This is an optimization exercise on Yosys and OpenROAD, whose aim is small area and a short achievable clock period, not a production implementation.
The RTL was checked by simulation tests, not by an equivalence proof against the original design.
Power and IR drop assume default switching activity.

==> design.v <==
package core_pkg;
  localparam int chan_w   = 8;
  localparam int rgb_w    = 24;
  localparam int bridge_w = 32;
  localparam int rtc_w    = 65;
  localparam logic [bridge_w-1:0] addr_reset_pulse   = 32'h0000_0050;
  localparam logic [bridge_w-1:0] addr_deadzone      = 32'h0000_010C;
  localparam logic [bridge_w-1:0] addr_square_pixels = 32'h0000_0200;
  localparam logic [bridge_w-1:0] addr_color_corr    = 32'h0000_0208;
  localparam logic [chan_w-1:0] stick_center = 8'd128;
  localparam logic [chan_w-1:0] percent_full = 8'd100;
  localparam logic [9:0] gain_r = 10'd234;
  localparam logic [9:0] gain_g = 10'd258;
  localparam logic [9:0] gain_b = 10'd304;
  typedef struct packed {
    logic [chan_w-1:0] r;
    logic [chan_w-1:0] g;
    logic [chan_w-1:0] b;
  } pixel_view_t;
  typedef struct packed {
    logic [8:0]  pad_hi;
    logic        slot_interlace_odd;
    logic        slot_square;
    logic [12:0] pad_lo;
  } slot_view_t;
  typedef union packed {
    pixel_view_t pixel;
    slot_view_t  slot;
  } video_word_u;
endpackage
module core_settings_regs #(
  parameter int reset_pulse_cycles = 1048576
) (
  input  logic                          clk_74a,
  input  logic                          pll_core_locked,
  input  logic                          bridge_wr,
  input  logic [core_pkg::bridge_w-1:0] bridge_addr,
  input  logic [core_pkg::bridge_w-1:0] bridge_wr_data,
  output logic                          core_reset,
  output logic [core_pkg::chan_w-1:0]   deadzone,
  output logic [core_pkg::chan_w-1:0]   strength,
  output logic                          square_pixels
);
  localparam logic [19:0] pulse_start = 20'h00001;
  localparam logic [19:0] pulse_last  = 20'h80000;
  logic [19:0] pulse_lfsr;
  logic        pulse_active;
  always_ff @(posedge clk_74a or negedge pll_core_locked) begin
    if (!pll_core_locked) begin
      pulse_lfsr   <= '0;
      pulse_active <= 1'b0;
    end else if (bridge_wr && bridge_addr == core_pkg::addr_reset_pulse) begin
      pulse_lfsr   <= pulse_start;
      pulse_active <= 1'b1;
    end else begin
      if (pulse_lfsr == pulse_last) begin
        pulse_lfsr <= '0;
      end else begin
        pulse_lfsr <= {pulse_lfsr[18:0], pulse_lfsr[19] ^ pulse_lfsr[16]};
      end
      if (pulse_lfsr == '0) begin
        pulse_active <= 1'b0;
      end
    end
  end
  assign core_reset = !pll_core_locked || pulse_active;
  logic [2:0] strength_g;
  logic [7:0] strength_raw;
  logic [7:0] strength_next;
  always_comb begin
    case (bridge_wr_data[6:0])
      7'd0: strength_g = 3'd0;
      7'd1: strength_g = 3'd0;
      7'd2: strength_g = 3'd0;
      7'd3: strength_g = 3'd0;
      7'd4: strength_g = 3'd0;
      7'd5: strength_g = 3'd0;
      7'd6: strength_g = 3'd0;
      7'd7: strength_g = 3'd0;
      7'd8: strength_g = 3'd0;
      7'd9: strength_g = 3'd0;
      7'd10: strength_g = 3'd0;
      7'd11: strength_g = 3'd1;
      7'd12: strength_g = 3'd0;
      7'd13: strength_g = 3'd1;
      7'd14: strength_g = 3'd0;
      7'd15: strength_g = 3'd1;
      7'd16: strength_g = 3'd0;
      7'd17: strength_g = 3'd1;
      7'd18: strength_g = 3'd0;
      7'd19: strength_g = 3'd1;
      7'd20: strength_g = 3'd1;
      7'd21: strength_g = 3'd1;
      7'd22: strength_g = 3'd1;
      7'd23: strength_g = 3'd1;
      7'd24: strength_g = 3'd1;
      7'd25: strength_g = 3'd1;
      7'd26: strength_g = 3'd1;
      7'd27: strength_g = 3'd1;
      7'd28: strength_g = 3'd1;
      7'd29: strength_g = 3'd1;
      7'd30: strength_g = 3'd1;
      7'd31: strength_g = 3'd2;
      7'd32: strength_g = 3'd1;
      7'd33: strength_g = 3'd2;
      7'd34: strength_g = 3'd1;
      7'd35: strength_g = 3'd2;
      7'd36: strength_g = 3'd1;
      7'd37: strength_g = 3'd2;
      7'd38: strength_g = 3'd1;
      7'd39: strength_g = 3'd2;
      7'd40: strength_g = 3'd2;
      7'd41: strength_g = 3'd2;
      7'd42: strength_g = 3'd2;
      7'd43: strength_g = 3'd2;
      7'd44: strength_g = 3'd2;
      7'd45: strength_g = 3'd2;
      7'd46: strength_g = 3'd2;
      7'd47: strength_g = 3'd2;
      7'd48: strength_g = 3'd2;
      7'd49: strength_g = 3'd2;
      7'd50: strength_g = 3'd2;
      7'd51: strength_g = 3'd3;
      7'd52: strength_g = 3'd2;
      7'd53: strength_g = 3'd3;
      7'd54: strength_g = 3'd2;
      7'd55: strength_g = 3'd3;
      7'd56: strength_g = 3'd2;
      7'd57: strength_g = 3'd3;
      7'd58: strength_g = 3'd2;
      7'd59: strength_g = 3'd3;
      7'd60: strength_g = 3'd3;
      7'd61: strength_g = 3'd3;
      7'd62: strength_g = 3'd3;
      7'd63: strength_g = 3'd3;
      7'd64: strength_g = 3'd3;
      7'd65: strength_g = 3'd3;
      7'd66: strength_g = 3'd3;
      7'd67: strength_g = 3'd3;
      7'd68: strength_g = 3'd3;
      7'd69: strength_g = 3'd3;
      7'd70: strength_g = 3'd3;
      7'd71: strength_g = 3'd4;
      7'd72: strength_g = 3'd3;
      7'd73: strength_g = 3'd4;
      7'd74: strength_g = 3'd3;
      7'd75: strength_g = 3'd4;
      7'd76: strength_g = 3'd3;
      7'd77: strength_g = 3'd4;
      7'd78: strength_g = 3'd3;
      7'd79: strength_g = 3'd4;
      7'd80: strength_g = 3'd4;
      7'd81: strength_g = 3'd4;
      7'd82: strength_g = 3'd4;
      7'd83: strength_g = 3'd4;
      7'd84: strength_g = 3'd4;
      7'd85: strength_g = 3'd4;
      7'd86: strength_g = 3'd4;
      7'd87: strength_g = 3'd4;
      7'd88: strength_g = 3'd4;
      7'd89: strength_g = 3'd4;
      7'd90: strength_g = 3'd4;
      7'd91: strength_g = 3'd5;
      7'd92: strength_g = 3'd4;
      7'd93: strength_g = 3'd5;
      7'd94: strength_g = 3'd4;
      7'd95: strength_g = 3'd5;
      7'd96: strength_g = 3'd4;
      7'd97: strength_g = 3'd5;
      7'd98: strength_g = 3'd4;
      7'd99: strength_g = 3'd5;
      7'd100: strength_g = 3'd5;
      7'd101: strength_g = 3'd5;
      7'd102: strength_g = 3'd5;
      7'd103: strength_g = 3'd5;
      7'd104: strength_g = 3'd5;
      7'd105: strength_g = 3'd5;
      7'd106: strength_g = 3'd5;
      7'd107: strength_g = 3'd5;
      7'd108: strength_g = 3'd5;
      7'd109: strength_g = 3'd5;
      7'd110: strength_g = 3'd5;
      7'd111: strength_g = 3'd6;
      7'd112: strength_g = 3'd5;
      7'd113: strength_g = 3'd6;
      7'd114: strength_g = 3'd5;
      7'd115: strength_g = 3'd6;
      7'd116: strength_g = 3'd5;
      7'd117: strength_g = 3'd6;
      7'd118: strength_g = 3'd5;
      7'd119: strength_g = 3'd6;
      7'd120: strength_g = 3'd6;
      7'd121: strength_g = 3'd6;
      7'd122: strength_g = 3'd6;
      7'd123: strength_g = 3'd6;
      7'd124: strength_g = 3'd6;
      7'd125: strength_g = 3'd6;
      7'd126: strength_g = 3'd6;
      7'd127: strength_g = 3'd6;
    endcase
  end
  assign strength_raw  = {bridge_wr_data[6:0], 1'b0} + {2'b0, bridge_wr_data[6:1]} + {5'b0, strength_g};
  assign strength_next = strength_raw | {8{bridge_wr_data[7:0] >= 8'd100}};
  always_ff @(posedge clk_74a or negedge pll_core_locked) begin
    if (!pll_core_locked) begin
      deadzone      <= '0;
      strength      <= '0;
      square_pixels <= 1'b0;
    end else if (bridge_wr) begin
      case (bridge_addr)
        core_pkg::addr_deadzone: begin
          deadzone <= bridge_wr_data[core_pkg::chan_w-1:0];
        end
        core_pkg::addr_color_corr: begin
          strength <= strength_next;
        end
        core_pkg::addr_square_pixels: begin
          square_pixels <= bridge_wr_data[0];
        end
        default: begin
        end
      endcase
    end
  end
endmodule
module stick_deadzone (
  input  logic                        clk_74a,
  input  logic                        pll_core_locked,
  input  logic [core_pkg::chan_w-1:0] joy_x,
  input  logic [core_pkg::chan_w-1:0] joy_y,
  input  logic [core_pkg::chan_w-1:0] deadzone,
  output logic [core_pkg::chan_w-1:0] stick_x,
  output logic [core_pkg::chan_w-1:0] stick_y
);
  logic [6:0] ux;
  logic [6:0] uy;
  logic [7:0] sum_s;
  logic [7:0] sum_c;
  logic [8:0] total;
  logic       ny;
  logic       outside;
  assign ux = joy_x[6:0] ^ {7{~joy_x[7]}};
  assign uy = joy_y[6:0] ^ {7{~joy_y[7]}};
  assign sum_s = {~deadzone[7], ux ^ uy ^ ~deadzone[6:0]};
  assign sum_c = {(ux & uy) | (ux & ~deadzone[6:0]) | (uy & ~deadzone[6:0]), ~joy_x[7]};
  assign ny    = ~joy_y[7];
  assign total = 9'(sum_s) + 9'(sum_c) + 9'(ny);
  assign outside = total[8];
  always_ff @(posedge clk_74a or negedge pll_core_locked) begin
    if (!pll_core_locked) begin
      stick_x <= core_pkg::stick_center;
      stick_y <= core_pkg::stick_center;
    end else begin
      stick_x <= outside ? joy_x : core_pkg::stick_center;
      stick_y <= outside ? joy_y : core_pkg::stick_center;
    end
  end
endmodule
module color_correct (
  input  logic                        clk_74a,
  input  logic                        pll_core_locked,
  input  logic [core_pkg::rgb_w-1:0]  rgb_in,
  input  logic                        de_in,
  input  logic                        vs_in,
  input  logic [core_pkg::chan_w-1:0] snap_index,
  input  logic [core_pkg::chan_w-1:0] strength,
  input  logic                        square_pixels,
  output core_pkg::video_word_u       video_rgb,
  output logic                        video_de
);
  logic                  prev_vs;
  logic                  snap_even;
  logic [7:0]            out_g;
  core_pkg::video_word_u pix_word;
  core_pkg::video_word_u slot_word;
  cc_rb i_rb (
    .cr (rgb_in[23:16]),
    .cb (rgb_in[7:0]),
    .s  (strength),
    .or_(pix_word.pixel.r),
    .ob (pix_word.pixel.b)
  );
  assign out_g            = rgb_in[15:8] - 8'((rgb_in[15] ? strength : 8'd0) < rgb_in[15:8]);
  assign pix_word.pixel.g = out_g;
  always_comb begin
    slot_word.slot.pad_hi             = '0;
    slot_word.slot.slot_interlace_odd = snap_even;
    slot_word.slot.slot_square        = square_pixels;
    slot_word.slot.pad_lo             = '0;
  end
  always_ff @(posedge clk_74a or negedge pll_core_locked) begin
    if (!pll_core_locked) begin
      prev_vs   <= 1'b0;
      snap_even <= 1'b1;
      video_de  <= 1'b0;
      video_rgb <= '0;
    end else begin
      prev_vs  <= vs_in;
      video_de <= de_in;
      if (vs_in && !prev_vs) begin
        snap_even <= ~snap_index[0];
      end
      if (de_in) begin
        video_rgb <= pix_word;
      end else if (video_de) begin
        video_rgb <= slot_word;
      end
    end
  end
endmodule
module cc_rb (
  input  logic [7:0] cr,
  input  logic [7:0] cb,
  input  logic [7:0] s,
  output logic [7:0] or_,
  output logic [7:0] ob
);
  logic [1:0] r_f;
  always_comb begin
    case (cr[6:0])
      7'd0: r_f = 2'd0;
      7'd1: r_f = 2'd1;
      7'd2: r_f = 2'd1;
      7'd3: r_f = 2'd1;
      7'd4: r_f = 2'd1;
      7'd5: r_f = 2'd1;
      7'd6: r_f = 2'd1;
      7'd7: r_f = 2'd1;
      7'd8: r_f = 2'd1;
      7'd9: r_f = 2'd1;
      7'd10: r_f = 2'd1;
      7'd11: r_f = 2'd1;
      7'd12: r_f = 2'd2;
      7'd13: r_f = 2'd2;
      7'd14: r_f = 2'd2;
      7'd15: r_f = 2'd2;
      7'd16: r_f = 2'd1;
      7'd17: r_f = 2'd1;
      7'd18: r_f = 2'd1;
      7'd19: r_f = 2'd1;
      7'd20: r_f = 2'd1;
      7'd21: r_f = 2'd1;
      7'd22: r_f = 2'd1;
      7'd23: r_f = 2'd1;
      7'd24: r_f = 2'd2;
      7'd25: r_f = 2'd2;
      7'd26: r_f = 2'd2;
      7'd27: r_f = 2'd2;
      7'd28: r_f = 2'd2;
      7'd29: r_f = 2'd2;
      7'd30: r_f = 2'd2;
      7'd31: r_f = 2'd2;
      7'd32: r_f = 2'd1;
      7'd33: r_f = 2'd1;
      7'd34: r_f = 2'd1;
      7'd35: r_f = 2'd2;
      7'd36: r_f = 2'd2;
      7'd37: r_f = 2'd2;
      7'd38: r_f = 2'd2;
      7'd39: r_f = 2'd2;
      7'd40: r_f = 2'd2;
      7'd41: r_f = 2'd2;
      7'd42: r_f = 2'd2;
      7'd43: r_f = 2'd2;
      7'd44: r_f = 2'd2;
      7'd45: r_f = 2'd2;
      7'd46: r_f = 2'd2;
      7'd47: r_f = 2'd3;
      7'd48: r_f = 2'd2;
      7'd49: r_f = 2'd2;
      7'd50: r_f = 2'd2;
      7'd51: r_f = 2'd2;
      7'd52: r_f = 2'd2;
      7'd53: r_f = 2'd2;
      7'd54: r_f = 2'd2;
      7'd55: r_f = 2'd2;
      7'd56: r_f = 2'd2;
      7'd57: r_f = 2'd2;
      7'd58: r_f = 2'd2;
      7'd59: r_f = 2'd3;
      7'd60: r_f = 2'd3;
      7'd61: r_f = 2'd3;
      7'd62: r_f = 2'd3;
      7'd63: r_f = 2'd3;
      7'd64: r_f = 2'd1;
      7'd65: r_f = 2'd1;
      7'd66: r_f = 2'd1;
      7'd67: r_f = 2'd1;
      7'd68: r_f = 2'd1;
      7'd69: r_f = 2'd1;
      7'd70: r_f = 2'd2;
      7'd71: r_f = 2'd2;
      7'd72: r_f = 2'd2;
      7'd73: r_f = 2'd2;
      7'd74: r_f = 2'd2;
      7'd75: r_f = 2'd2;
      7'd76: r_f = 2'd2;
      7'd77: r_f = 2'd2;
      7'd78: r_f = 2'd2;
      7'd79: r_f = 2'd2;
      7'd80: r_f = 2'd1;
      7'd81: r_f = 2'd1;
      7'd82: r_f = 2'd2;
      7'd83: r_f = 2'd2;
      7'd84: r_f = 2'd2;
      7'd85: r_f = 2'd2;
      7'd86: r_f = 2'd2;
      7'd87: r_f = 2'd2;
      7'd88: r_f = 2'd2;
      7'd89: r_f = 2'd2;
      7'd90: r_f = 2'd2;
      7'd91: r_f = 2'd2;
      7'd92: r_f = 2'd2;
      7'd93: r_f = 2'd2;
      7'd94: r_f = 2'd3;
      7'd95: r_f = 2'd3;
      7'd96: r_f = 2'd2;
      7'd97: r_f = 2'd2;
      7'd98: r_f = 2'd2;
      7'd99: r_f = 2'd2;
      7'd100: r_f = 2'd2;
      7'd101: r_f = 2'd2;
      7'd102: r_f = 2'd2;
      7'd103: r_f = 2'd2;
      7'd104: r_f = 2'd2;
      7'd105: r_f = 2'd3;
      7'd106: r_f = 2'd3;
      7'd107: r_f = 2'd3;
      7'd108: r_f = 2'd3;
      7'd109: r_f = 2'd3;
      7'd110: r_f = 2'd3;
      7'd111: r_f = 2'd3;
      7'd112: r_f = 2'd2;
      7'd113: r_f = 2'd2;
      7'd114: r_f = 2'd2;
      7'd115: r_f = 2'd2;
      7'd116: r_f = 2'd2;
      7'd117: r_f = 2'd3;
      7'd118: r_f = 2'd3;
      7'd119: r_f = 2'd3;
      7'd120: r_f = 2'd3;
      7'd121: r_f = 2'd3;
      7'd122: r_f = 2'd3;
      7'd123: r_f = 2'd3;
      7'd124: r_f = 2'd3;
      7'd125: r_f = 2'd3;
      7'd126: r_f = 2'd3;
      7'd127: r_f = 2'd3;
      default: r_f = 2'd0;
    endcase
  end
  logic [1:0] b_h;
  always_comb begin
    case (cb[3:0])
      4'd0: b_h = 2'd0;
      4'd1: b_h = 2'd0;
      4'd2: b_h = 2'd0;
      4'd3: b_h = 2'd0;
      4'd4: b_h = 2'd0;
      4'd5: b_h = 2'd0;
      4'd6: b_h = 2'd1;
      4'd7: b_h = 2'd1;
      4'd8: b_h = 2'd1;
      4'd9: b_h = 2'd1;
      4'd10: b_h = 2'd1;
      4'd11: b_h = 2'd2;
      4'd12: b_h = 2'd2;
      4'd13: b_h = 2'd2;
      4'd14: b_h = 2'd2;
      4'd15: b_h = 2'd2;
      default: b_h = 2'd0;
    endcase
  end
  wire m_0 = s[0] ^ 1'b0;
  wire m_1 = s[0] & 1'b0;
  wire m_2 = s[1] ^ s[0] ^ m_1;
  wire m_3 = (s[1] & s[0]) | (s[1] & m_1) | (s[0] & m_1);
  wire m_4 = s[2] ^ s[1] ^ m_3;
  wire m_5 = (s[2] & s[1]) | (s[2] & m_3) | (s[1] & m_3);
  wire m_6 = s[3] ^ s[2] ^ m_5;
  wire m_7 = (s[3] & s[2]) | (s[3] & m_5) | (s[2] & m_5);
  wire m_8 = s[4] ^ s[3] ^ m_7;
  wire m_9 = (s[4] & s[3]) | (s[4] & m_7) | (s[3] & m_7);
  wire m_10 = s[5] ^ s[4] ^ m_9;
  wire m_11 = (s[5] & s[4]) | (s[5] & m_9) | (s[4] & m_9);
  wire m_12 = s[6] ^ s[5] ^ m_11;
  wire m_13 = (s[6] & s[5]) | (s[6] & m_11) | (s[5] & m_11);
  wire m_14 = s[7] ^ s[6] ^ m_13;
  wire m_15 = (s[7] & s[6]) | (s[7] & m_13) | (s[6] & m_13);
  wire m_16 = s[7] ^ m_15;
  wire m_17 = s[7] & m_15;
  wire m_18 = m_0 ^ 1'b0;
  wire m_19 = m_0 & 1'b0;
  wire m_20 = m_2 ^ 1'b0 ^ m_19;
  wire m_21 = (m_2 & 1'b0) | (m_2 & m_19) | (1'b0 & m_19);
  wire m_22 = m_4 ^ 1'b0 ^ m_21;
  wire m_23 = (m_4 & 1'b0) | (m_4 & m_21) | (1'b0 & m_21);
  wire m_24 = m_6 ^ s[0] ^ m_23;
  wire m_25 = (m_6 & s[0]) | (m_6 & m_23) | (s[0] & m_23);
  wire m_26 = m_8 ^ s[1] ^ m_25;
  wire m_27 = (m_8 & s[1]) | (m_8 & m_25) | (s[1] & m_25);
  wire m_28 = m_10 ^ s[2] ^ m_27;
  wire m_29 = (m_10 & s[2]) | (m_10 & m_27) | (s[2] & m_27);
  wire m_30 = m_12 ^ s[3] ^ m_29;
  wire m_31 = (m_12 & s[3]) | (m_12 & m_29) | (s[3] & m_29);
  wire m_32 = m_14 ^ s[4] ^ m_31;
  wire m_33 = (m_14 & s[4]) | (m_14 & m_31) | (s[4] & m_31);
  wire m_34 = m_16 ^ s[5] ^ m_33;
  wire m_35 = (m_16 & s[5]) | (m_16 & m_33) | (s[5] & m_33);
  wire m_36 = m_17 ^ s[6] ^ m_35;
  wire m_37 = (m_17 & s[6]) | (m_17 & m_35) | (s[6] & m_35);
  wire m_38 = s[7] ^ m_37;
  wire m_39 = s[7] & m_37;
  wire m_40 = s[0] ^ 1'b0;
  wire m_41 = s[0] & 1'b0;
  wire m_42 = s[1] ^ 1'b0 ^ m_41;
  wire m_43 = (s[1] & 1'b0) | (s[1] & m_41) | (1'b0 & m_41);
  wire m_44 = s[2] ^ s[0] ^ m_43;
  wire m_45 = (s[2] & s[0]) | (s[2] & m_43) | (s[0] & m_43);
  wire m_46 = s[3] ^ s[1] ^ m_45;
  wire m_47 = (s[3] & s[1]) | (s[3] & m_45) | (s[1] & m_45);
  wire m_48 = s[4] ^ s[2] ^ m_47;
  wire m_49 = (s[4] & s[2]) | (s[4] & m_47) | (s[2] & m_47);
  wire m_50 = s[5] ^ s[3] ^ m_49;
  wire m_51 = (s[5] & s[3]) | (s[5] & m_49) | (s[3] & m_49);
  wire m_52 = s[6] ^ s[4] ^ m_51;
  wire m_53 = (s[6] & s[4]) | (s[6] & m_51) | (s[4] & m_51);
  wire m_54 = s[7] ^ s[5] ^ m_53;
  wire m_55 = (s[7] & s[5]) | (s[7] & m_53) | (s[5] & m_53);
  wire m_56 = s[6] ^ m_55;
  wire m_57 = s[6] & m_55;
  wire m_58 = s[7] ^ m_57;
  wire m_59 = s[7] & m_57;
  wire r_0 = ~cr[1] ^ ~(m_20 & cr[7]);
  wire r_1 = ~cr[1] & ~(m_20 & cr[7]);
  wire r_2 = ~cr[2] ^ ~(m_22 & cr[7]) ^ ~(m_44 & cr[6]);
  wire r_3 = (~cr[2] & ~(m_22 & cr[7])) | (~cr[2] & ~(m_44 & cr[6])) | (~(m_22 & cr[7]) & ~(m_44 & cr[6]));
  wire r_4 = ~cr[3] ^ ~(m_24 & cr[7]) ^ ~(m_46 & cr[6]);
  wire r_5 = (~cr[3] & ~(m_24 & cr[7])) | (~cr[3] & ~(m_46 & cr[6])) | (~(m_24 & cr[7]) & ~(m_46 & cr[6]));
  wire r_6 = ~(s[2] & cr[5]) ^ ~(s[3] & cr[4]);
  wire r_7 = ~(s[2] & cr[5]) & ~(s[3] & cr[4]);
  wire r_8 = ~cr[4] ^ ~(m_26 & cr[7]) ^ ~(m_48 & cr[6]);
  wire r_9 = (~cr[4] & ~(m_26 & cr[7])) | (~cr[4] & ~(m_48 & cr[6])) | (~(m_26 & cr[7]) & ~(m_48 & cr[6]));
  wire r_10 = ~(s[3] & cr[5]) ^ ~(s[4] & cr[4]);
  wire r_11 = ~(s[3] & cr[5]) & ~(s[4] & cr[4]);
  wire r_12 = ~cr[5] ^ ~(m_28 & cr[7]) ^ ~(m_50 & cr[6]);
  wire r_13 = (~cr[5] & ~(m_28 & cr[7])) | (~cr[5] & ~(m_50 & cr[6])) | (~(m_28 & cr[7]) & ~(m_50 & cr[6]));
  wire r_14 = ~(s[4] & cr[5]) ^ ~(s[5] & cr[4]);
  wire r_15 = ~(s[4] & cr[5]) & ~(s[5] & cr[4]);
  wire r_16 = ~cr[6] ^ ~(m_30 & cr[7]) ^ ~(m_52 & cr[6]);
  wire r_17 = (~cr[6] & ~(m_30 & cr[7])) | (~cr[6] & ~(m_52 & cr[6])) | (~(m_30 & cr[7]) & ~(m_52 & cr[6]));
  wire r_18 = ~(s[5] & cr[5]) ^ ~(s[6] & cr[4]);
  wire r_19 = ~(s[5] & cr[5]) & ~(s[6] & cr[4]);
  wire r_20 = ~cr[7] ^ ~(m_32 & cr[7]) ^ ~(m_54 & cr[6]);
  wire r_21 = (~cr[7] & ~(m_32 & cr[7])) | (~cr[7] & ~(m_54 & cr[6])) | (~(m_32 & cr[7]) & ~(m_54 & cr[6]));
  wire r_22 = ~(s[6] & cr[5]) ^ ~(s[7] & cr[4]);
  wire r_23 = ~(s[6] & cr[5]) & ~(s[7] & cr[4]);
  wire r_24 = cr[0] ^ ~(m_34 & cr[7]) ^ ~(m_56 & cr[6]);
  wire r_25 = (cr[0] & ~(m_34 & cr[7])) | (cr[0] & ~(m_56 & cr[6])) | (~(m_34 & cr[7]) & ~(m_56 & cr[6]));
  wire r_26 = ~cr[0] ^ ~(m_18 & cr[7]) ^ ~(m_40 & cr[6]);
  wire r_27 = (~cr[0] & ~(m_18 & cr[7])) | (~cr[0] & ~(m_40 & cr[6])) | (~(m_18 & cr[7]) & ~(m_40 & cr[6]));
  wire r_28 = r_0 ^ ~(m_42 & cr[6]) ^ ~(s[0] & cr[5]);
  wire r_29 = (r_0 & ~(m_42 & cr[6])) | (r_0 & ~(s[0] & cr[5])) | (~(m_42 & cr[6]) & ~(s[0] & cr[5]));
  wire r_30 = ~(s[1] & cr[4]) ^ ~(s[1] & r_f[0]);
  wire r_31 = ~(s[1] & cr[4]) & ~(s[1] & r_f[0]);
  wire r_32 = r_1 ^ r_2 ^ ~(s[1] & cr[5]);
  wire r_33 = (r_1 & r_2) | (r_1 & ~(s[1] & cr[5])) | (r_2 & ~(s[1] & cr[5]));
  wire r_34 = ~(s[2] & cr[4]) ^ ~(s[2] & r_f[0]) ^ ~(s[1] & r_f[1]);
  wire r_35 = (~(s[2] & cr[4]) & ~(s[2] & r_f[0])) | (~(s[2] & cr[4]) & ~(s[1] & r_f[1])) | (~(s[2] & r_f[0]) & ~(s[1] & r_f[1]));
  wire r_36 = r_3 ^ r_4 ^ r_6;
  wire r_37 = (r_3 & r_4) | (r_3 & r_6) | (r_4 & r_6);
  wire r_38 = ~(s[3] & r_f[0]) ^ ~(s[2] & r_f[1]) ^ 1'b1;
  wire r_39 = (~(s[3] & r_f[0]) & ~(s[2] & r_f[1])) | (~(s[3] & r_f[0]) & 1'b1) | (~(s[2] & r_f[1]) & 1'b1);
  wire r_40 = r_5 ^ r_7 ^ r_8;
  wire r_41 = (r_5 & r_7) | (r_5 & r_8) | (r_7 & r_8);
  wire r_42 = r_10 ^ ~(s[4] & r_f[0]) ^ ~(s[3] & r_f[1]);
  wire r_43 = (r_10 & ~(s[4] & r_f[0])) | (r_10 & ~(s[3] & r_f[1])) | (~(s[4] & r_f[0]) & ~(s[3] & r_f[1]));
  wire r_44 = r_9 ^ r_11 ^ r_12;
  wire r_45 = (r_9 & r_11) | (r_9 & r_12) | (r_11 & r_12);
  wire r_46 = r_14 ^ ~(s[5] & r_f[0]) ^ ~(s[4] & r_f[1]);
  wire r_47 = (r_14 & ~(s[5] & r_f[0])) | (r_14 & ~(s[4] & r_f[1])) | (~(s[5] & r_f[0]) & ~(s[4] & r_f[1]));
  wire r_48 = r_13 ^ r_15 ^ r_16;
  wire r_49 = (r_13 & r_15) | (r_13 & r_16) | (r_15 & r_16);
  wire r_50 = r_18 ^ ~(s[6] & r_f[0]) ^ ~(s[5] & r_f[1]);
  wire r_51 = (r_18 & ~(s[6] & r_f[0])) | (r_18 & ~(s[5] & r_f[1])) | (~(s[6] & r_f[0]) & ~(s[5] & r_f[1]));
  wire r_52 = r_17 ^ r_19 ^ r_20;
  wire r_53 = (r_17 & r_19) | (r_17 & r_20) | (r_19 & r_20);
  wire r_54 = r_22 ^ ~(s[7] & r_f[0]) ^ ~(s[6] & r_f[1]);
  wire r_55 = (r_22 & ~(s[7] & r_f[0])) | (r_22 & ~(s[6] & r_f[1])) | (~(s[7] & r_f[0]) & ~(s[6] & r_f[1]));
  wire r_56 = r_21 ^ r_23 ^ r_24;
  wire r_57 = (r_21 & r_23) | (r_21 & r_24) | (r_23 & r_24);
  wire r_58 = ~(s[7] & cr[5]) ^ ~(s[7] & r_f[1]) ^ 1'b1;
  wire r_59 = (~(s[7] & cr[5]) & ~(s[7] & r_f[1])) | (~(s[7] & cr[5]) & 1'b1) | (~(s[7] & r_f[1]) & 1'b1);
  wire r_60 = r_25 ^ cr[1] ^ ~(m_36 & cr[7]);
  wire r_61 = (r_25 & cr[1]) | (r_25 & ~(m_36 & cr[7])) | (cr[1] & ~(m_36 & cr[7]));
  wire r_62 = r_26 ^ ~(s[0] & cr[4]);
  wire r_63 = r_26 & ~(s[0] & cr[4]);
  wire r_64 = r_27 ^ r_28 ^ r_30;
  wire r_65 = (r_27 & r_28) | (r_27 & r_30) | (r_28 & r_30);
  wire r_66 = r_29 ^ r_31 ^ r_32;
  wire r_67 = (r_29 & r_31) | (r_29 & r_32) | (r_31 & r_32);
  wire r_68 = r_33 ^ r_35 ^ r_36;
  wire r_69 = (r_33 & r_35) | (r_33 & r_36) | (r_35 & r_36);
  wire r_70 = r_37 ^ r_39 ^ r_40;
  wire r_71 = (r_37 & r_39) | (r_37 & r_40) | (r_39 & r_40);
  wire r_72 = r_41 ^ r_43 ^ r_44;
  wire r_73 = (r_41 & r_43) | (r_41 & r_44) | (r_43 & r_44);
  wire r_74 = r_45 ^ r_47 ^ r_48;
  wire r_75 = (r_45 & r_47) | (r_45 & r_48) | (r_47 & r_48);
  wire r_76 = r_49 ^ r_51 ^ r_52;
  wire r_77 = (r_49 & r_51) | (r_49 & r_52) | (r_51 & r_52);
  wire r_78 = r_53 ^ r_55 ^ r_56;
  wire r_79 = (r_53 & r_55) | (r_53 & r_56) | (r_55 & r_56);
  wire r_80 = r_57 ^ r_59 ^ r_60;
  wire r_81 = (r_57 & r_59) | (r_57 & r_60) | (r_59 & r_60);
  wire r_82 = r_61 ^ cr[2] ^ ~(m_38 & cr[7]);
  wire r_83 = (r_61 & cr[2]) | (r_61 & ~(m_38 & cr[7])) | (cr[2] & ~(m_38 & cr[7]));
  wire r_84 = r_62 ^ ~(s[0] & r_f[0]);
  wire r_85 = r_62 & ~(s[0] & r_f[0]);
  wire r_86 = r_63 ^ r_64 ^ ~(s[0] & r_f[1]);
  wire r_87 = (r_63 & r_64) | (r_63 & ~(s[0] & r_f[1])) | (r_64 & ~(s[0] & r_f[1]));
  wire r_88 = r_65 ^ r_66 ^ r_34;
  wire r_89 = (r_65 & r_66) | (r_65 & r_34) | (r_66 & r_34);
  wire r_90 = r_67 ^ r_68 ^ r_38;
  wire r_91 = (r_67 & r_68) | (r_67 & r_38) | (r_68 & r_38);
  wire r_92 = r_69 ^ r_70 ^ r_42;
  wire r_93 = (r_69 & r_70) | (r_69 & r_42) | (r_70 & r_42);
  wire r_94 = r_71 ^ r_72 ^ r_46;
  wire r_95 = (r_71 & r_72) | (r_71 & r_46) | (r_72 & r_46);
  wire r_96 = r_73 ^ r_74 ^ r_50;
  wire r_97 = (r_73 & r_74) | (r_73 & r_50) | (r_74 & r_50);
  wire r_98 = r_75 ^ r_76 ^ r_54;
  wire r_99 = (r_75 & r_76) | (r_75 & r_54) | (r_76 & r_54);
  wire r_100 = r_77 ^ r_78 ^ r_58;
  wire r_101 = (r_77 & r_78) | (r_77 & r_58) | (r_78 & r_58);
  wire r_102 = r_79 ^ r_80 ^ ~(m_58 & cr[6]);
  wire r_103 = (r_79 & r_80) | (r_79 & ~(m_58 & cr[6])) | (r_80 & ~(m_58 & cr[6]));
  wire r_104 = r_81 ^ r_82 ^ ~(m_59 & cr[6]);
  wire r_105 = (r_81 & r_82) | (r_81 & ~(m_59 & cr[6])) | (r_82 & ~(m_59 & cr[6]));
  wire r_106 = r_83 ^ cr[3] ^ ~(m_39 & cr[7]);
  wire r_107 = (r_83 & cr[3]) | (r_83 & ~(m_39 & cr[7])) | (cr[3] & ~(m_39 & cr[7]));
  wire [15:0] r_sum = {cr[7], cr[6], cr[5], r_107, r_105, r_103, r_101, r_99, r_97, r_95, r_93, r_91, r_89, r_87, r_85, r_84} + {1'b1, 1'b1, 1'b1, cr[4], r_106, r_104, r_102, r_100, r_98, r_96, r_94, r_92, r_90, r_88, r_86, 1'b1};
  assign or_ = r_sum[15:8];
  wire b_0 = ~cb[3] ^ (m_6 & cb[4]);
  wire b_1 = ~cb[3] & (m_6 & cb[4]);
  wire b_2 = ~cb[4] ^ (m_8 & cb[4]) ^ (m_6 & cb[5]);
  wire b_3 = (~cb[4] & (m_8 & cb[4])) | (~cb[4] & (m_6 & cb[5])) | ((m_8 & cb[4]) & (m_6 & cb[5]));
  wire b_4 = ~cb[5] ^ (m_10 & cb[4]) ^ (m_8 & cb[5]);
  wire b_5 = (~cb[5] & (m_10 & cb[4])) | (~cb[5] & (m_8 & cb[5])) | ((m_10 & cb[4]) & (m_8 & cb[5]));
  wire b_6 = ~cb[6] ^ (m_12 & cb[4]) ^ (m_10 & cb[5]);
  wire b_7 = (~cb[6] & (m_12 & cb[4])) | (~cb[6] & (m_10 & cb[5])) | ((m_12 & cb[4]) & (m_10 & cb[5]));
  wire b_8 = ~cb[7] ^ (m_14 & cb[4]) ^ (m_12 & cb[5]);
  wire b_9 = (~cb[7] & (m_14 & cb[4])) | (~cb[7] & (m_12 & cb[5])) | ((m_14 & cb[4]) & (m_12 & cb[5]));
  wire b_10 = cb[0] ^ (m_16 & cb[4]) ^ (m_14 & cb[5]);
  wire b_11 = (cb[0] & (m_16 & cb[4])) | (cb[0] & (m_14 & cb[5])) | ((m_16 & cb[4]) & (m_14 & cb[5]));
  wire b_12 = cb[1] ^ (m_17 & cb[4]);
  wire b_13 = cb[1] & (m_17 & cb[4]);
  wire b_14 = ~cb[1] ^ (m_2 & cb[4]);
  wire b_15 = ~cb[1] & (m_2 & cb[4]);
  wire b_16 = ~cb[2] ^ (m_4 & cb[4]) ^ (m_2 & cb[5]);
  wire b_17 = (~cb[2] & (m_4 & cb[4])) | (~cb[2] & (m_2 & cb[5])) | ((m_4 & cb[4]) & (m_2 & cb[5]));
  wire b_18 = (m_0 & cb[6]) ^ (s[2] & b_h[0]);
  wire b_19 = (m_0 & cb[6]) & (s[2] & b_h[0]);
  wire b_20 = b_0 ^ (m_4 & cb[5]) ^ (m_2 & cb[6]);
  wire b_21 = (b_0 & (m_4 & cb[5])) | (b_0 & (m_2 & cb[6])) | ((m_4 & cb[5]) & (m_2 & cb[6]));
  wire b_22 = (m_0 & cb[7]) ^ (s[3] & b_h[0]) ^ (s[2] & b_h[1]);
  wire b_23 = ((m_0 & cb[7]) & (s[3] & b_h[0])) | ((m_0 & cb[7]) & (s[2] & b_h[1])) | ((s[3] & b_h[0]) & (s[2] & b_h[1]));
  wire b_24 = b_1 ^ b_2 ^ (m_4 & cb[6]);
  wire b_25 = (b_1 & b_2) | (b_1 & (m_4 & cb[6])) | (b_2 & (m_4 & cb[6]));
  wire b_26 = (m_2 & cb[7]) ^ (s[4] & b_h[0]) ^ (s[3] & b_h[1]);
  wire b_27 = ((m_2 & cb[7]) & (s[4] & b_h[0])) | ((m_2 & cb[7]) & (s[3] & b_h[1])) | ((s[4] & b_h[0]) & (s[3] & b_h[1]));
  wire b_28 = b_3 ^ b_4 ^ (m_6 & cb[6]);
  wire b_29 = (b_3 & b_4) | (b_3 & (m_6 & cb[6])) | (b_4 & (m_6 & cb[6]));
  wire b_30 = (m_4 & cb[7]) ^ (s[5] & b_h[0]) ^ (s[4] & b_h[1]);
  wire b_31 = ((m_4 & cb[7]) & (s[5] & b_h[0])) | ((m_4 & cb[7]) & (s[4] & b_h[1])) | ((s[5] & b_h[0]) & (s[4] & b_h[1]));
  wire b_32 = b_5 ^ b_6 ^ (m_8 & cb[6]);
  wire b_33 = (b_5 & b_6) | (b_5 & (m_8 & cb[6])) | (b_6 & (m_8 & cb[6]));
  wire b_34 = (m_6 & cb[7]) ^ (s[6] & b_h[0]) ^ (s[5] & b_h[1]);
  wire b_35 = ((m_6 & cb[7]) & (s[6] & b_h[0])) | ((m_6 & cb[7]) & (s[5] & b_h[1])) | ((s[6] & b_h[0]) & (s[5] & b_h[1]));
  wire b_36 = b_7 ^ b_8 ^ (m_10 & cb[6]);
  wire b_37 = (b_7 & b_8) | (b_7 & (m_10 & cb[6])) | (b_8 & (m_10 & cb[6]));
  wire b_38 = (m_8 & cb[7]) ^ (s[7] & b_h[0]) ^ (s[6] & b_h[1]);
  wire b_39 = ((m_8 & cb[7]) & (s[7] & b_h[0])) | ((m_8 & cb[7]) & (s[6] & b_h[1])) | ((s[7] & b_h[0]) & (s[6] & b_h[1]));
  wire b_40 = b_9 ^ b_10 ^ (m_12 & cb[6]);
  wire b_41 = (b_9 & b_10) | (b_9 & (m_12 & cb[6])) | (b_10 & (m_12 & cb[6]));
  wire b_42 = (m_10 & cb[7]) ^ (s[7] & b_h[1]) ^ 1'b1;
  wire b_43 = ((m_10 & cb[7]) & (s[7] & b_h[1])) | ((m_10 & cb[7]) & 1'b1) | ((s[7] & b_h[1]) & 1'b1);
  wire b_44 = b_11 ^ b_12 ^ (m_16 & cb[5]);
  wire b_45 = (b_11 & b_12) | (b_11 & (m_16 & cb[5])) | (b_12 & (m_16 & cb[5]));
  wire b_46 = (m_14 & cb[6]) ^ (m_12 & cb[7]) ^ 1'b1;
  wire b_47 = ((m_14 & cb[6]) & (m_12 & cb[7])) | ((m_14 & cb[6]) & 1'b1) | ((m_12 & cb[7]) & 1'b1);
  wire b_48 = b_13 ^ cb[2] ^ (m_17 & cb[5]);
  wire b_49 = (b_13 & cb[2]) | (b_13 & (m_17 & cb[5])) | (cb[2] & (m_17 & cb[5]));
  wire b_50 = (m_16 & cb[6]) ^ (m_14 & cb[7]) ^ 1'b1;
  wire b_51 = ((m_16 & cb[6]) & (m_14 & cb[7])) | ((m_16 & cb[6]) & 1'b1) | ((m_14 & cb[7]) & 1'b1);
  wire b_52 = cb[3] ^ (m_17 & cb[6]) ^ (m_16 & cb[7]);
  wire b_53 = (cb[3] & (m_17 & cb[6])) | (cb[3] & (m_16 & cb[7])) | ((m_17 & cb[6]) & (m_16 & cb[7]));
  wire b_54 = ~cb[0] ^ (m_0 & cb[4]);
  wire b_55 = ~cb[0] & (m_0 & cb[4]);
  wire b_56 = b_14 ^ (m_0 & cb[5]) ^ (s[1] & b_h[0]);
  wire b_57 = (b_14 & (m_0 & cb[5])) | (b_14 & (s[1] & b_h[0])) | ((m_0 & cb[5]) & (s[1] & b_h[0]));
  wire b_58 = b_15 ^ b_16 ^ b_18;
  wire b_59 = (b_15 & b_16) | (b_15 & b_18) | (b_16 & b_18);
  wire b_60 = b_17 ^ b_19 ^ b_20;
  wire b_61 = (b_17 & b_19) | (b_17 & b_20) | (b_19 & b_20);
  wire b_62 = b_21 ^ b_23 ^ b_24;
  wire b_63 = (b_21 & b_23) | (b_21 & b_24) | (b_23 & b_24);
  wire b_64 = b_25 ^ b_27 ^ b_28;
  wire b_65 = (b_25 & b_27) | (b_25 & b_28) | (b_27 & b_28);
  wire b_66 = b_29 ^ b_31 ^ b_32;
  wire b_67 = (b_29 & b_31) | (b_29 & b_32) | (b_31 & b_32);
  wire b_68 = b_33 ^ b_35 ^ b_36;
  wire b_69 = (b_33 & b_35) | (b_33 & b_36) | (b_35 & b_36);
  wire b_70 = b_37 ^ b_39 ^ b_40;
  wire b_71 = (b_37 & b_39) | (b_37 & b_40) | (b_39 & b_40);
  wire b_72 = b_41 ^ b_43 ^ b_44;
  wire b_73 = (b_41 & b_43) | (b_41 & b_44) | (b_43 & b_44);
  wire b_74 = b_45 ^ b_47 ^ b_48;
  wire b_75 = (b_45 & b_47) | (b_45 & b_48) | (b_47 & b_48);
  wire b_76 = b_49 ^ b_51 ^ b_52;
  wire b_77 = (b_49 & b_51) | (b_49 & b_52) | (b_51 & b_52);
  wire b_78 = b_53 ^ cb[4] ^ (m_17 & cb[7]);
  wire b_79 = (b_53 & cb[4]) | (b_53 & (m_17 & cb[7])) | (cb[4] & (m_17 & cb[7]));
  wire b_80 = b_54 ^ (s[0] & b_h[0]);
  wire b_81 = b_54 & (s[0] & b_h[0]);
  wire b_82 = b_55 ^ b_56 ^ (s[0] & b_h[1]);
  wire b_83 = (b_55 & b_56) | (b_55 & (s[0] & b_h[1])) | (b_56 & (s[0] & b_h[1]));
  wire b_84 = b_57 ^ b_58 ^ (s[1] & b_h[1]);
  wire b_85 = (b_57 & b_58) | (b_57 & (s[1] & b_h[1])) | (b_58 & (s[1] & b_h[1]));
  wire b_86 = b_59 ^ b_60 ^ b_22;
  wire b_87 = (b_59 & b_60) | (b_59 & b_22) | (b_60 & b_22);
  wire b_88 = b_61 ^ b_62 ^ b_26;
  wire b_89 = (b_61 & b_62) | (b_61 & b_26) | (b_62 & b_26);
  wire b_90 = b_63 ^ b_64 ^ b_30;
  wire b_91 = (b_63 & b_64) | (b_63 & b_30) | (b_64 & b_30);
  wire b_92 = b_65 ^ b_66 ^ b_34;
  wire b_93 = (b_65 & b_66) | (b_65 & b_34) | (b_66 & b_34);
  wire b_94 = b_67 ^ b_68 ^ b_38;
  wire b_95 = (b_67 & b_68) | (b_67 & b_38) | (b_68 & b_38);
  wire b_96 = b_69 ^ b_70 ^ b_42;
  wire b_97 = (b_69 & b_70) | (b_69 & b_42) | (b_70 & b_42);
  wire b_98 = b_71 ^ b_72 ^ b_46;
  wire b_99 = (b_71 & b_72) | (b_71 & b_46) | (b_72 & b_46);
  wire b_100 = b_73 ^ b_74 ^ b_50;
  wire b_101 = (b_73 & b_74) | (b_73 & b_50) | (b_74 & b_50);
  wire b_102 = b_75 ^ b_76 ^ 1'b1;
  wire b_103 = (b_75 & b_76) | (b_75 & 1'b1) | (b_76 & 1'b1);
  wire b_104 = b_77 ^ b_78 ^ 1'b1;
  wire b_105 = (b_77 & b_78) | (b_77 & 1'b1) | (b_78 & 1'b1);
  wire b_106 = b_79 ^ cb[5] ^ 1'b1;
  wire b_107 = (b_79 & cb[5]) | (b_79 & 1'b1) | (cb[5] & 1'b1);
  wire b_108 = cb[6] ^ 1'b1;
  wire b_109 = cb[6] & 1'b1;
  wire b_110 = cb[7] ^ 1'b1;
  wire b_111 = cb[7] & 1'b1;
  wire [16:0] b_sum = {b_111, b_109, b_107, b_105, b_103, b_101, b_99, b_97, b_95, b_93, b_91, b_89, b_87, b_85, b_83, b_81, b_80} + {1'b1, b_110, b_108, b_106, b_104, b_102, b_100, b_98, b_96, b_94, b_92, b_90, b_88, b_86, b_84, b_82, 1'b1};
  assign ob = b_sum[16] ? 8'd255 : b_sum[15:8];
endmodule
module rtc_packer (
  input  logic                          clk_74a,
  input  logic                          pll_core_locked,
  input  logic [core_pkg::bridge_w-1:0] rtc_date,
  input  logic [core_pkg::bridge_w-1:0] rtc_time,
  output logic [core_pkg::rtc_w-1:0]    rtc_word
);
  logic [core_pkg::bridge_w-1:0] prev_time;
  logic                          rtc_changed;
  always_ff @(posedge clk_74a or negedge pll_core_locked) begin
    if (!pll_core_locked) begin
      prev_time   <= '0;
      rtc_changed <= 1'b0;
    end else begin
      prev_time   <= rtc_time;
      rtc_changed <= rtc_changed ^ (rtc_time != prev_time);
    end
  end
  assign rtc_word = {
    rtc_changed,
    8'h00,
    8'h01,
    rtc_date[23:16],
    rtc_date[15:8],
    rtc_date[7:0],
    rtc_time[23:16],
    rtc_time[15:8],
    rtc_time[7:0]
  };
endmodule
module core_top #(
  parameter int reset_pulse_cycles = 1048576
) (
  input  logic                          clk_74a,
  input  logic                          pll_core_locked,
  input  logic [core_pkg::bridge_w-1:0] bridge_addr,
  input  logic                          bridge_wr,
  input  logic [core_pkg::bridge_w-1:0] bridge_wr_data,
  input  logic [31:0]                   cont1_joy,
  input  logic [core_pkg::bridge_w-1:0] rtc_date,
  input  logic [core_pkg::bridge_w-1:0] rtc_time,
  input  logic [core_pkg::rgb_w-1:0]    rgb_in,
  input  logic                          de_in,
  input  logic                          vs_in,
  input  logic [core_pkg::chan_w-1:0]   snap_index,
  output logic                          core_reset,
  output logic [core_pkg::chan_w-1:0]   stick_x,
  output logic [core_pkg::chan_w-1:0]   stick_y,
  output logic [23:0]                   video_rgb,
  output logic                          video_de,
  output logic [core_pkg::rtc_w-1:0]    rtc_word
);
  logic [core_pkg::chan_w-1:0] deadzone;
  logic [core_pkg::chan_w-1:0] strength;
  logic                        square_pixels;
  core_settings_regs #(
    .reset_pulse_cycles(reset_pulse_cycles)
  ) i_settings (
    .clk_74a        (clk_74a),
    .pll_core_locked(pll_core_locked),
    .bridge_wr      (bridge_wr),
    .bridge_addr    (bridge_addr),
    .bridge_wr_data (bridge_wr_data),
    .core_reset     (core_reset),
    .deadzone       (deadzone),
    .strength       (strength),
    .square_pixels  (square_pixels)
  );
  stick_deadzone i_stick (
    .clk_74a        (clk_74a),
    .pll_core_locked(pll_core_locked),
    .joy_x          (cont1_joy[7:0]),
    .joy_y          (cont1_joy[15:8]),
    .deadzone       (deadzone),
    .stick_x        (stick_x),
    .stick_y        (stick_y)
  );
  color_correct i_color (
    .clk_74a        (clk_74a),
    .pll_core_locked(pll_core_locked),
    .rgb_in         (rgb_in),
    .de_in          (de_in),
    .vs_in          (vs_in),
    .snap_index     (snap_index),
    .strength       (strength),
    .square_pixels  (square_pixels),
    .video_rgb      (video_rgb),
    .video_de       (video_de)
  );
  rtc_packer i_rtc (
    .clk_74a        (clk_74a),
    .pll_core_locked(pll_core_locked),
    .rtc_date       (rtc_date),
    .rtc_time       (rtc_time),
    .rtc_word       (rtc_word)
  );
endmodule
==> flow/run.sh <==
#!/bin/bash
# The standard layout (standard.sh), with these changes to how it is made:
# - the ports get the smallest buffer (buf_1) instead of the delay buffer
#   buffer_ports picks by itself;
# - after global placement, the gate that makes core_reset gets its own
#   buffer on pll_core_locked (clone_reset_buf.tcl), apart from the reset tree;
# - timing repair aims for 10 ns of setup slack, well beyond the 18 ns
#   constraint, so that it shortens the critical paths;
# - clock tree synthesis uses clkbuf_8 and no dummy loads.
# The constraints (constraint.sdc) and everything else are the standard flow's.
set -eo pipefail
export BUFFER_PORTS_ARGS="-buffer_cell sky130_fd_sc_hd__buf_1"
export SETUP_SLACK_MARGIN=10.0
export CTS_ARGS="-sink_clustering_enable -repair_clock_nets -buf_list sky130_fd_sc_hd__clkbuf_8 -dont_use_dummy_load"
RES=$PWD/orfs/results/sky130hd/core_top/base
bash standard.sh $RES/3_3_place_gp.odb 2>&1 | tee standard_1.log
CLONE_ODB=$RES/3_3_place_gp.odb openroad -no_init -exit flow/clone_reset_buf.tcl 2>&1 | tee clone.log
bash standard.sh 2>&1 | tee standard_2.log
==> flow/clone_reset_buf.tcl <==
# Give the core_reset gate its own input buffer on pll_core_locked, so that
# the combinational pll_core_locked -> core_reset path does not wait on the
# buffer that also drives the registers' reset tree.
set odb_file $::env(CLONE_ODB)
read_db $odb_file
set block [ord::get_db_block]
set db [ord::get_db]
set pnet [$block findNet pll_core_locked]
set inbuf ""
foreach it [$pnet getITerms] {
  if {[$it isInputSignal]} { set inbuf [$it getInst] }
}
if {$inbuf eq ""} { puts "clone: no input buffer found"; exit 0 }
set bnet [[$inbuf findITerm X] getNet]
# core_reset port -> output buffer -> gate
set onet [$block findNet core_reset]
set obuf ""
foreach it [$onet getITerms] { if {[$it isOutputSignal]} { set obuf [$it getInst] } }
set gnet [[$obuf findITerm A] getNet]
proc driver_inst {net} {
  foreach it [$net getITerms] { if {[$it isOutputSignal]} { return [$it getInst] } }
  return ""
}
# search the fan-in cone of core_reset (a few gates deep) for the input pin
# fed by the pll_core_locked input buffer, directly or through buffers
proc on_inbuf {net bnet} {
  for {set k 0} {$k < 4} {incr k} {
    if {[$net getName] eq [$bnet getName]} { return 1 }
    set d [driver_inst $net]
    if {$d eq "" || ![string match "*buf*" [[$d getMaster] getName]]} { return 0 }
    set net [[$d findITerm A] getNet]
  }
  return 0
}
set gpin ""
set frontier [list $gnet]
for {set lvl 0} {$lvl < 4 && $gpin eq ""} {incr lvl} {
  set next {}
  foreach net $frontier {
    set g [driver_inst $net]
    if {$g eq ""} { continue }
    foreach it [$g getITerms] {
      if {![$it isInputSignal] || [$it getNet] eq "NULL"} { continue }
      if {[on_inbuf [$it getNet] $bnet]} { set gpin $it; set gate $g; break }
      lappend next [$it getNet]
    }
    if {$gpin ne ""} { break }
  }
  set frontier $next
}
if {$gpin eq ""} { puts "clone: core_reset gate not on the input buffer net"; exit 0 }
puts "clone: input buffer [$inbuf getName], output buffer [$obuf getName], gate [$gate getName] pin [[$gpin getMTerm] getName]"
set m [$db findMaster sky130_fd_sc_hd__buf_1]
set ni [odb::dbInst_create $block $m "core_reset_pll_buf"]
set nn [odb::dbNet_create $block "core_reset_pll_net"]
[$ni findITerm A] connect $pnet
[$ni findITerm X] connect $nn
$gpin disconnect
$gpin connect $nn
foreach t [$ni getITerms] { set n [$t getMTerm]; if {[$n getSigType] eq "POWER"} { $t connect [$block findNet VDD] } ; if {[$n getSigType] eq "GROUND"} { $t connect [$block findNet VSS] } }
set loc [$gate getLocation]
$ni setLocation [lindex $loc 0] [lindex $loc 1]
$ni setPlacementStatus PLACED
write_db $odb_file
==> standard.sh <==
#!/bin/bash
# synth_recipe.tcl (not shown) runs the flow's synth.tcl, then flattens the netlist and writes it again
# the make line also repeats each setting of config.mk as NAME=value (left out here)
make -C /OpenROAD-flow-scripts/flow DESIGN_CONFIG=/design/flow/config.mk WORK_HOME=/design/flow/orfs CLKGATE_MAP_FILE= SYNTH_SCRIPT=/design/flow/synth_recipe.tcl "${@:-finish}"
==> config.mk <==
export PLATFORM = sky130hd
export DESIGN_NAME = core_top
export DESIGN_NICKNAME = core_top
export VERILOG_FILES = /design/flow/design.v
export SDC_FILE = /design/flow/constraint.sdc
export NUM_CORES = 4
export LEC_CHECK = 0
export CAP_MARGIN = 20
export CORE_MARGIN = 2
export CORE_UTILIZATION = 40
export SLEW_MARGIN = 20
==> constraint.sdc <==
create_clock -name core_clock -period 18.0 [get_ports {clk_74a}]
set_input_delay 3.6000 -clock core_clock [delete_from_list [all_inputs] [get_ports {clk_74a}]]
set_output_delay 3.6000 -clock core_clock [all_outputs]
set_load 0.01 [all_outputs]
==> results of run 1 <==
-- cells by family after synthesis --
kind of cell,after synthesis,synth area share [%]
flip-flops,114,26.9
other,2,0.0708
buffers and inverters,227,10.5
AO/OA/AOI/OAI,170,10.0
AND/OR/NAND/NOR,320,15.0
multiplexers,8,0.826
XOR/XNOR,73,6.03
adder cells (fa/ha/maj),196,30.6
-- per-stage QoR --
stage / cell area [sq um] / hold slack, ns / util, % / std cells / setup slack [ns]
finish: 11400 / 0.466 / 43.9 / 1567 / 10.28
global placement: 11200 / 0.463 / 42.9 / 1549 / 9.32
floorplan: 10700 / 0.448 / - / 1124 / 10.34
CTS: 11400 / 0.473 / 43.9 / 1567 / 10.08
detailed placement: 11200 / 0.466 / 42.9 / 1550 / 9.22
global route: 11400 / 0.503 / 43.9 / 1567 / 10.01
-- area by class of cell --
cell class | count | area (sq um) | area share (%)
timing repair buffer | 187 | 724 | 6.33
sequential | 114 | 2860 | 25.0
clock buffer | 17 | 234 | 2.04
inverter | 130 | 488 | 4.26
tap | 335 | 419 | 3.66
multi-input combinational | 783 | 6720 | 58.7
buffer | 1 | 3.75 | 0.0328
-- worst paths after layout --
path,from,endpoint,slack [ns],cells past startpoint
worst max-delay path,rgb_in[7],i_color.video_rgb[5],10.28,13
worst min-delay path,i_settings.pulse_lfsr[0],i_settings.pulse_lfsr[1],0.47,1
worst max register to register,i_settings.strength[0],i_color.video_rgb[22],10.38,23
worst min register to register,i_settings.pulse_lfsr[0],i_settings.pulse_lfsr[1],0.47,1
max in group asynchronous,pll_core_locked,i_settings.strength[0],13.41,2
min in group asynchronous,pll_core_locked,i_rtc.prev_time[27],3.30,1
-- flip-flops by register name (all words and copies together) (netlist names) --
name                      flops
i_color.prev_vs               1
i_color.snap_even             1
i_color.video_de              1
i_color.video_rgb            24
i_rtc.prev_time              32
i_rtc.rtc_changed             1
i_settings.deadzone           8
i_settings.pulse_active       1
i_settings.pulse_lfsr        20
i_settings.square_pixels      1
i_settings.strength           8
i_stick.stick_x               8
i_stick.stick_y               8
-- layer usage --
metal  vias up  track usage [%]  wire, um
li1       3814                -         -
met1      3838             24.8     11400
met2       175             30.3     11900
met3        15             3.80      1060
met4         0             2.66       155
met5         -                0         0
-- placed cells by master (no fill, tap or decap), drive strengths merged, types with 7 or more instances in the layout --
| cell type | instances |
|---|---|
| buf | 183 |
| inv | 128 |
| nand2 | 120 |
| dfrtp | 111 |
| fa | 106 |
| ha | 89 |
| a21oi | 59 |
| nor2 | 49 |
| o21ai | 45 |
| xnor2 | 37 |
| xor2 | 36 |
| nor2b | 32 |
| and2 | 31 |
| clkbuf | 22 |
| nor4 | 20 |
| nor3 | 19 |
| nand4 | 16 |
| conb | 16 |
| nand2b | 9 |
| nand3 | 8 |
| o211ai | 7 |
| o22a | 7 |
-- worst reg2reg max path: stages, from the launching register on --
cell                       delay, ns
sky130_fd_sc_hd__dfrtp_4        0.55
sky130_fd_sc_hd__ha_1           0.23
sky130_fd_sc_hd__nor2_1         0.08
sky130_fd_sc_hd__o21a_1         0.19
sky130_fd_sc_hd__fa_1           0.68
sky130_fd_sc_hd__inv_1          0.10
sky130_fd_sc_hd__fa_1           0.46
sky130_fd_sc_hd__fa_1           0.43
sky130_fd_sc_hd__fa_1           0.43
sky130_fd_sc_hd__fa_1           0.43
sky130_fd_sc_hd__fa_1           0.56
sky130_fd_sc_hd__nand2_1        0.09
sky130_fd_sc_hd__fa_1           0.54
sky130_fd_sc_hd__inv_1          0.06
sky130_fd_sc_hd__fa_1           0.45
sky130_fd_sc_hd__fa_1           0.43
sky130_fd_sc_hd__fa_1           0.55
sky130_fd_sc_hd__inv_1          0.04
sky130_fd_sc_hd__ha_1           0.33
sky130_fd_sc_hd__a21o_1         0.20
sky130_fd_sc_hd__a211oi_4       0.25
sky130_fd_sc_hd__o21ai_0        0.20
sky130_fd_sc_hd__xnor2_1        0.16
sky130_fd_sc_hd__o21ai_0        0.14
-- power by group through the flow --
stage          Combinational [mW]  Clock (mW)  Sequential (mW)
6_report                    0.162       0.173            0.281
5_1_grt                     0.186       0.193            0.282
4_1_cts                     0.163       0.180            0.281
3_5_place_dp                0.162           0            0.285
3_3_place_gp                0.159           0            0.285
2_1_floorplan               0.110           0            0.290
==> impl_metrics.csv, run 1 <==
group,metric,value,unit
route,num_vias,7842,
place,dp.final_hpwl,19.7,mm
yosys,yosys.area.top_type,"sky130_fd_sc_hd__dfrtp_1",
layout,n_fill_cell,2581,
pwr,total_power,617,uW
route,detailed_router_iteration_count_before_antenna_repair,7,
floorplan,fp-row-count,59,
yosys,synth-seq-cells,114,
timing,finalSetupTns,0,ns
critical_path,worstSetupPathType,"in -> reg",
critical_path,cp_slowest_cell,"sky130_fd_sc_hd__buf_1",
clock_tree,post_cts_buffers,0,
clock_tree,cts-resized-gates,5,
floorplan,die_area,27800,sq um
critical_path,required,18.29,ns
yosys,synth_top_area_share,26.2,%
global_route,grt_use_total,18.1,%
timing,period_needed,7.72,ns
floorplan,horizontal_extent_of_the_die,167,um
layout,areaGrowthSynthToFinish,7.98,%
critical_path,cpMostUsedCell,"sky130_fd_sc_hd__fa_1",
clock_tree,cts.reportedPaths.clkPinSlew,0.09,ns
critical_path,critPathBufInv,2,
layout,antenna-diode-count,0,
global_route,global_route_wire_length_before_repair,40.9,mm
min_path,worstHoldPathType,"reg -> reg",
timing,timing_max_transition_violations_final,0,
clock_tree,cts_inserted_buffers,17,
route,dr_iter_0_viols,420,
critical_path,path_cells,"buf_1 > fa_1 > inv_1 > fa_1 > fa_1 > fa_1 > ha_1 > a21oi_1 > o221ai_1 > a21oi_1 > o311ai_1 > or2_1 > o41a_1",
yosys,synth_cell_types,69,
timing,finalSetupViolCount,0,
timing,fmaxAchievable,130,MHz
pwr,total_switching_power,200,uW
status,outcome,"timing/DRC/antenna clean",
floorplan,initial_core_utilization,40.7,%
critical_path,timing.critical_path.fanout_max,14,
route,route.final.wire_length,24.5,mm
yosys,netlist_top_cells_area,"sky130_fd_sc_hd__dfrtp_1 (26%), sky130_fd_sc_hd__fa_1 (20%), sky130_fd_sc_hd__ha_1 (11%)",
critical_path,critical_path.startpoint_type,"input pin",
floorplan,coreArea,26100,sq um
global_route,largest_net_degree_at_the_start_of_global_routing,63,
layout,layout-drive-gt1-share,4.79,%
clock_tree,cell_chosen_for_the_clock_root,"sky130_fd_sc_hd__clkbuf_8",
pwr,ir_drop_worst_case_vdd,0.0352,mV
timing,final-hold-violation-count,0,
critical_path,arrival,8.01,ns
clock_tree,cts_buffer_depth,2,
timing,rsz0062_at_grt,"no",
clock_tree,cts_sinks,114,
clock_tree,cts_max_level,4,
pwr,power_leakage,5.15,nW
route,drc,0,
route,postRouteAntennaNets,0,
critical_path,critical_path.top_delay_family,"adder cells",
yosys,yosys_warnings,5,
place,port-buffer-count,184,
layout,nNetsFinal,1626,
pwr,comb_power_share,26.3,%
timing,fin_skew,0.0284,ns
yosys,synth_cells,1110,
pwr,sw_share,32.4,%
global_route,grt_antenna_before_repair,0,
global_route,overflow,0,
pwr,cellInternalPower,417,uW
yosys,ys_dominant_reg_cell,"sky130_fd_sc_hd__dfrtp_1",
route,avgRoutedWirePerCell,15.6,um
floorplan,pin_count,304,
timing,tightest_slew,1.07,ns
yosys,synth_sequential_area_ratio,26.9,%
clock_tree,cts.hold.buffers_added,0,
yosys,synth_area_per_inst,9.55,sq um
floorplan,floorplan.die.height,167,um
yosys,synth.cells.most_frequent,"sky130_fd_sc_hd__inv_1 (127), sky130_fd_sc_hd__nand2_1 (120), sky130_fd_sc_hd__dfrtp_1 (111), sky130_fd_sc_hd__fa_1 (106), sky130_fd_sc_hd__ha_1 (89)",
critical_path,critical-path-max-stage-delay,0.52,ns
pwr,p_clk_share,28.1,%
timing,final_min_period_over_clock_period,42.9,%
timing,timing.max_slew.rel_slack,28.3,%
run,max_capacitance_violation_total,0,
yosys,syn_area,10600,sq um
route,routed_via_density,5.00,
global_route,grt_pass1_vias,8032,
clock_tree,clk_latency,0.43,ns
yosys,synthMostInstantiatedCell,"sky130_fd_sc_hd__inv_1",
pwr,power_density,53.9,nW/um^2
pwr,sequentialPowerShare,45.5,%
clock_tree,tritoncts,"done",
place,gp_congestion,0.809,
critical_path,crit_path_end_kind,"flip-flop",
yosys,asyncSetResetFlopFracSynth,100,%
yosys,synth_enable_flop_cells,0,
==> run 2, diff against run 1 <==
--- a/flow/run.sh
+++ b/flow/run.sh
@@ -11,5 +11,5 @@
 set -eo pipefail
 export BUFFER_PORTS_ARGS="-buffer_cell sky130_fd_sc_hd__buf_1"
-export SETUP_SLACK_MARGIN=10.0
+export SETUP_SLACK_MARGIN=10.5
 export CTS_ARGS="-sink_clustering_enable -repair_clock_nets -buf_list sky130_fd_sc_hd__clkbuf_8 -dont_use_dummy_load"
 RES=$PWD/orfs/results/sky130hd/core_top/base
==> run 2 against run 1 <==
  * Still clean on timing, DRC and antenna
  * Sequential power barely moved
  * Worst hold slack improved by 0.0081 ns
  * Routed wire length up 0.32%
  * Register-to-register slack gained 0.36 ns
  * Largest power group unchanged
==> impl_metrics.csv, run 2 <==
group,metric,value,unit
layout,post_layout_nonfiller_instances,1581,
global_route,global_route_wire_length_before_repair,40.7,mm
clock_tree,clk_latency,0.43,ns
layout,largest_register_ff_count,32,
timing,period_needed,7.49,ns
critical_path,required,14.40,ns
timing,finalSetupViolCount,0,
floorplan,die_area,27800,sq um
layout,most_frequent_standard_cell_in_the_layout_excluding_fill_and_tap_cells,"sky130_fd_sc_hd__buf_1",
yosys,netlist_top_cells_area,"sky130_fd_sc_hd__dfrtp_1 (26%), sky130_fd_sc_hd__fa_1 (20%), sky130_fd_sc_hd__ha_1 (11%)",
clock_tree,cts_inserted_buffers,17,
yosys,synth_sequential_area_ratio,26.9,%
yosys,asyncSetResetFlopFracSynth,100,%
floorplan,floorplan.die.height,167,um
yosys,synth_enable_flop_cells,0,
layout,nNetsFinal,1640,
layout,layout.cells.most_common_list,"sky130_fd_sc_hd__buf_1 (125), sky130_fd_sc_hd__inv_1 (123), sky130_fd_sc_hd__nand2_1 (119), sky130_fd_sc_hd__dfrtp_1 (107), sky130_fd_sc_hd__fa_1 (102)",
global_route,grt_pass1_vias,8007,
timing,tightest_slew,1.06,ns
yosys,synthMostInstantiatedCell,"sky130_fd_sc_hd__inv_1",
place,dpl.cell_count,1550,
route,drc,0,
route,route.final.wire_length,24.6,mm
global_route,grt_use_total,17.9,%
place,gp_congestion,0.831,
critical_path,critical_path.startpoint_type,"input pin",
place,dp.final_hpwl,19.4,mm
yosys,synth_cells,1110,
timing,final-hold-violation-count,0,
critical_path,timing.critical_path.fanout_max,2,
clock_tree,tritoncts,"done",
critical_path,arrival,3.89,ns
yosys,synth_cell_types,69,
timing,rsz0062_at_grt,"no",
route,detailed_router_iteration_count_before_antenna_repair,5,
timing,fin_skew,0.0228,ns
pwr,total_power,622,uW
pwr,power_density,52.7,nW/um^2
critical_path,crit_path_end_kind,"output port",
floorplan,horizontal_extent_of_the_die,167,um
place,port-buffer-count,184,
floorplan,fp-row-count,59,
layout,reg_top3,"i_rtc.prev_time: 32 flops, i_color.video_rgb: 24 flops, i_settings.pulse_lfsr: 20 flops",
yosys,syn_area,10600,sq um
clock_tree,cell_chosen_for_the_clock_root,"sky130_fd_sc_hd__clkbuf_8",
min_path,worstHoldPathType,"reg -> reg",
layout,layout-drive-gt1-share,12.7,%
floorplan,initial_core_utilization,40.7,%
global_route,overflow,0,
global_route,largest_net_degree_at_the_start_of_global_routing,59,
global_route,grt_antenna_before_repair,0,
route,num_vias,7908,
layout,antenna-diode-count,0,
clock_tree,cts.hold.buffers_added,0,
clock_tree,cts.reportedPaths.clkPinSlew,0.09,ns
yosys,synth.cells.most_frequent,"sky130_fd_sc_hd__inv_1 (127), sky130_fd_sc_hd__nand2_1 (120), sky130_fd_sc_hd__dfrtp_1 (111), sky130_fd_sc_hd__fa_1 (106), sky130_fd_sc_hd__ha_1 (89)",
yosys,ys_dominant_reg_cell,"sky130_fd_sc_hd__dfrtp_1",
floorplan,pin_count,304,
route,avgRoutedWirePerCell,15.5,um
route,postRouteAntennaNets,0,
yosys,yosys.area.top_type,"sky130_fd_sc_hd__dfrtp_1",
route,dr_iter_0_viols,493,
critical_path,worstSetupPathType,"in -> out",
clock_tree,cts_sinks,114,
yosys,synth_top_area_share,26.2,%
yosys,yosys_warnings,5,
route,routed_via_density,5.00,
timing,final_min_period_over_clock_period,41.6,%
yosys,synth_area_per_inst,9.55,sq um
layout,register_bank_with_the_most_flops,"i_rtc.prev_time",
yosys,synth-seq-cells,114,
layout,areaGrowthSynthToFinish,11.3,%
status,outcome,"timing/DRC/antenna clean",
pwr,power_leakage,5.38,nW
pwr,ir_drop_worst_case_vdd,0.0460,mV
clock_tree,cts_buffer_depth,2,
timing,fmaxAchievable,134,MHz
timing,timing.max_slew.rel_slack,29.0,%
timing,finalSetupTns,0,ns
timing,timing_max_transition_violations_final,0,
run,max_capacitance_violation_total,0,
floorplan,coreArea,26100,sq um
clock_tree,cts_max_level,4,
layout,n_fill_cell,2554,
-- run 2: layout make-up --
type / count / area [sq um] / share of cell area, %
clock buffers: 17 / 234 / 1.98
repair buffers: 201 / 906 / 7.67
inverters: 130 / 492 / 4.16
plain buffers: 1 / 3.75 / 0.0318
multi-input cells: 783 / 6890 / 58.3
well taps: 335 / 419 / 3.55
flip-flops and latches: 114 / 2860 / 24.3
-- run 2: path summary, 6_finish.rpt --
kind	startpoint	to	slack, ns	cells after the start
max	pll_core_locked	core_reset	10.51	3
min	i_settings.pulse_lfsr[4]	i_settings.pulse_lfsr[5]	0.47	1
max reg2reg	i_settings.strength[1]	i_color.video_rgb[23]	10.74	25
min reg2reg	i_settings.pulse_lfsr[4]	i_settings.pulse_lfsr[5]	0.47	1
max in group asynchronous	pll_core_locked	i_settings.strength[0]	13.41	2
min in group asynchronous	pll_core_locked	i_rtc.prev_time[26]	3.24	1
-- run 2: logic make-up (layout without fill, tap and decap cells) --
kind of cell / Yosys count / in the layout / share of synthesized area [%]
AND/OR/NAND/NOR: 320 / 320 / 15.0
multiplexers: 8 / 8 / 0.826
XOR/XNOR: 73 / 73 / 6.03
buffers and inverters: 227 / 349 / 10.5
flip-flops: 114 / 114 / 26.9
adder cells (fa/ha/maj): 196 / 196 / 30.6
AO/OA/AOI/OAI: 170 / 170 / 10.0
other: 2 / 16 / 0.0708
-- run 2: repair_timing --
action | in CTS | in global routing
setup buffers | 6 | 8
pin swaps | 0 | 8
gates resized for setup | 55 | 59
setup endpoints to repair | 38 | 25
-- run 2: where the power goes --
part / switching (mW) / total (mW) / internal, mW
registers: 0.00787 / 0.281 / 0.273
logic: 0.102 / 0.168 / 0.0652
clock network: 0.0906 / 0.173 / 0.0829
-- run 2: worst max-delay path: stages --
cell and delay, ns:
sky130_fd_sc_hd__buf_1 0.07, sky130_fd_sc_hd__nand2b_1 0.06, sky130_fd_sc_hd__buf_1 0.15
-- run 2: routing by layer --
layer  part of all wire (%)  up-vias  global-route usage [%]
met5                      0        -                       0
met4                    1.5        0                    4.24
met3                    4.3       25                    3.30
met2                     48      182                    29.6
met1                     46     3869                    24.5
li1                       -     3832                       -
-- run 2: metrics by stage --
step	hold slack, ns	util (%)	worst slack (ns)	area [sq um]
finish	0.474	45.3	10.51	11800
global placement	0.460	42.9	9.67	11200
detailed placement	0.473	42.9	9.59	11200
global route	0.504	45.3	10.49	11800
floorplan	0.448	-	10.49	10700
CTS	0.481	44.3	10.47	11600
